Background: an optimization exercise with open tools, aiming at small area. Do not read the settings as production practice.
Function was checked by simulation only, so behaviour that the tests miss may differ from the original.

Setup of run A:
// conv_top
module conv_top
#(
    parameter int IMG_BITS = 6    
) (
    input  wire               clk,
    input  wire               rst,
    input  wire               ready,
    input  wire [19:0]        idata,
    input  wire [19:0]        cdata_rd,
    output logic              busy,
    output logic              cwr,
    output logic              crd,
    output logic [11:0]       iaddr,
    output logic [11:0]       caddr_wr,
    output logic [11:0]       caddr_rd,
    output logic [19:0]       cdata_wr,
    output logic [2:0]        csel
);
    logic [7-1:0]     cyc;        
    logic [11:0]     pix;        
    logic            flag;       
    logic rm, rp, cm, cp, p0, q0, p1, q1;
    logic sh0, sh1, wr, rd, pw, kb, pb, lc;
    logic [8-1:0] rom_a, ctl;
    logic [8-1:0] rom_b;
    logic [7-1:0] cyc_nx;
    conv_rom_a u_rom_a (.c (cyc_nx), .o (rom_a));
    conv_rom_b u_rom_b (.c (cyc), .o (rom_b));
    assign {rm, rp, cm, cp, p0, q0, p1, q1} = ctl;
    assign {sh0, sh1, wr, rd, pw, kb, pb, lc} = rom_b;
    logic [9:0]      blk_nx;
    logic [1:0]      sub_nx;
    logic [11:0]     pix_inc;
    logic            blk_adv, img_end;
    assign blk_adv = lc & pix[1] & pix[0];
    assign img_end = blk_adv & (pix[11:2] == 10'h200);
    assign sub_nx  = {pix[1] ^ (lc & pix[0]), pix[0] ^ lc};
    assign blk_nx  = {pix[10:2], ~(pix[11] ^ pix[8]) ^ (pix[10:2] == 9'h1FF)};
    assign pix_inc = {blk_adv ? blk_nx : pix[11:2], sub_nx};
    logic [7:0]   cc;         
    logic [7-1:0] cyc_inc;
    always_comb begin
        cc[0] = 1'b1;
        for (int i = 0; i < 7; i++) begin
            cyc_inc[i] = cyc[i] ^ cc[i];
            cc[i+1]    = cyc[i] & cc[i];
        end
    end
    always_ff @(posedge clk or posedge rst) begin
        if (rst)
            busy <= 1'b0;
        else if (busy)
            busy <= !img_end;
        else
            busy <= ready;
    end
    assign cyc_nx = (busy && !lc) ? cyc_inc : '0;
    always_ff @(posedge clk) begin
        cyc <= cyc_nx;
        ctl <= rom_a;
        pix <= busy ? pix_inc : 12'd0;
    end
    logic [5:0] row, col, nrow, ncol;
    logic [6:0] rt, ct;
    logic       pad;
    assign row = {pix[11:7], pix[1]};
    assign col = {pix[6:2],  pix[0]};
    always_comb begin
        rt[0] = rm | rp;
        ct[0] = cm | cp;
        for (int i = 0; i < 6; i++) begin
  ...
Size: ~75 flip-flops, ~110 I/O pins, ~5300 sq um of cells after synthesis.
==> flow/config.mk <==
export PLATFORM = sky130hd
export DESIGN_NAME = conv_top
export DESIGN_NICKNAME = conv_top
export VERILOG_FILES = /design/flow/design.v
export SDC_FILE = /design/flow/constraint.sdc
export NUM_CORES = 4
export LEC_CHECK = 0
export ABC_AREA = 1
export CAP_MARGIN = 20
export CORE_MARGIN = 2
export CORE_UTILIZATION = 55
export CTS_CLUSTER_DIAMETER = 50
export CTS_CLUSTER_SIZE = 10
export SLEW_MARGIN = 20
==> flow/constraint.sdc <==
create_clock -name core_clock -period 12.5 [get_ports {clk}]
set_input_delay 2.5000 -clock core_clock [delete_from_list [all_inputs] [get_ports {clk}]]
set_output_delay 2.5000 -clock core_clock [all_outputs]
set_load 0.01 [all_outputs]
standard.sh (not shown) runs the stock make flow with config.mk's settings and CLKGATE_MAP_FILE= SYNTH_SCRIPT=/design/flow/synth_recipe.tcl, a recipe that flattens the netlist after the stock synthesis.
==> flow/flow/run.sh <==
#!/bin/bash
set -euo pipefail
rm -rf scripts_area
cp -r "$FLOW_HOME/scripts" scripts_area
cp flow/abc_area.script scripts_area/abc_area.script
export BUFFER_PORTS_ARGS="-buffer_cell sky130_fd_sc_hd__buf_1"
export CTS_ARGS="-sink_clustering_enable -repair_clock_nets -sink_clustering_size 40 -sink_clustering_max_diameter 300 -sink_clustering_levels 1 -dont_use_dummy_load -buf_list sky130_fd_sc_hd__clkbuf_8"
bash standard.sh ABC_AREA=1 SCRIPTS_DIR="$PWD/scripts_area" > standard.log 2>&1
==> flow/flow/abc_area.script <==
strash
&get -n
&deepsyn -T 60
&put
dch -f
amap
topo
Run A: full flow OK, the timing, DRC and antenna checks passed
Changes in run B relative to run A:
- changing CORE_UTILIZATION from 55 to 65
==> flow/flow/run.sh <==
#!/bin/bash
set -euo pipefail
rm -rf scripts_area
cp -r "$FLOW_HOME/scripts" scripts_area
cp flow/abc_area.script scripts_area/abc_area.script
export BUFFER_PORTS_ARGS="-buffer_cell sky130_fd_sc_hd__buf_1"
export CTS_ARGS="-sink_clustering_enable -repair_clock_nets -sink_clustering_size 10 -sink_clustering_max_diameter 50 -dont_use_dummy_load"
bash standard.sh ABC_AREA=1 SCRIPTS_DIR="$PWD/scripts_area" > standard.log 2>&1
### Flow results
- Comparing the two runs side by side, run B comes out behind run A on final critical delay including setup and external delays.
- Compared with run A, in run B post-placement cell count went down 26, multi-input combinational area share went up 0.37 points, remaining max-slew budget at the tightest pin went down 0.94 points.
- Run A -> run B: via count of the first global-routing pass increased by a little under 10%
Inputs modified between run B and run C:
- a change of CORE_UTILIZATION from 65 to 55
==> flow/flow/run.sh <==
#!/bin/bash
set -euo pipefail
rm -rf scripts_area
cp -r "$FLOW_HOME/scripts" scripts_area
cp flow/abc_area.script scripts_area/abc_area.script
export BUFFER_PORTS_ARGS="-buffer_cell sky130_fd_sc_hd__buf_1"
export CTS_ARGS="-repair_clock_nets -dont_use_dummy_load -buf_list sky130_fd_sc_hd__clkbuf_8"
bash standard.sh ABC_AREA=1 SCRIPTS_DIR="$PWD/scripts_area" > standard.log 2>&1
[summary]
Clock tree buffer count of the final layout delta (run C -> run B): insignificant. Reported for run B and run C, number of setup violations in the final report turned out identical to the last digit. Delta (run C minus run B): number of detailed-routing iterations run before antenna repair neither gained nor lost much. Run C vs. run B: met3 usage in global routing decreased 2.6 points; cell area essentially unchanged.

-- what the ideal ports hide --
In the flow no input, the clock included, has a driving cell. The finished layouts below were timed again as built, in two steps.
Step 1, drivers: a clkbuf_16 drives clk and a buf_2 each remaining input, both assumed.
Step 2 times the ports against the registers' clock, not the clock port: input delays grow and output delays shrink by t, the midpoint of the rising clock arrivals with the driver on.
a / b / c = no drivers / after step 1 / after step 2; a / b = the first two.
run	t (ns)	slack for setup (ns)	clock arrival spread, ns
run A	0.378	0.388 / 0.396 / 0.018	0.036 / 0.036
run B	0.377	0.385 / 0.392 / 0.015	0.028 / 0.029
run C	0.378	0.388 / 0.396 / 0.018	0.036 / 0.036
After both steps setup and hold are still met in every run listed.
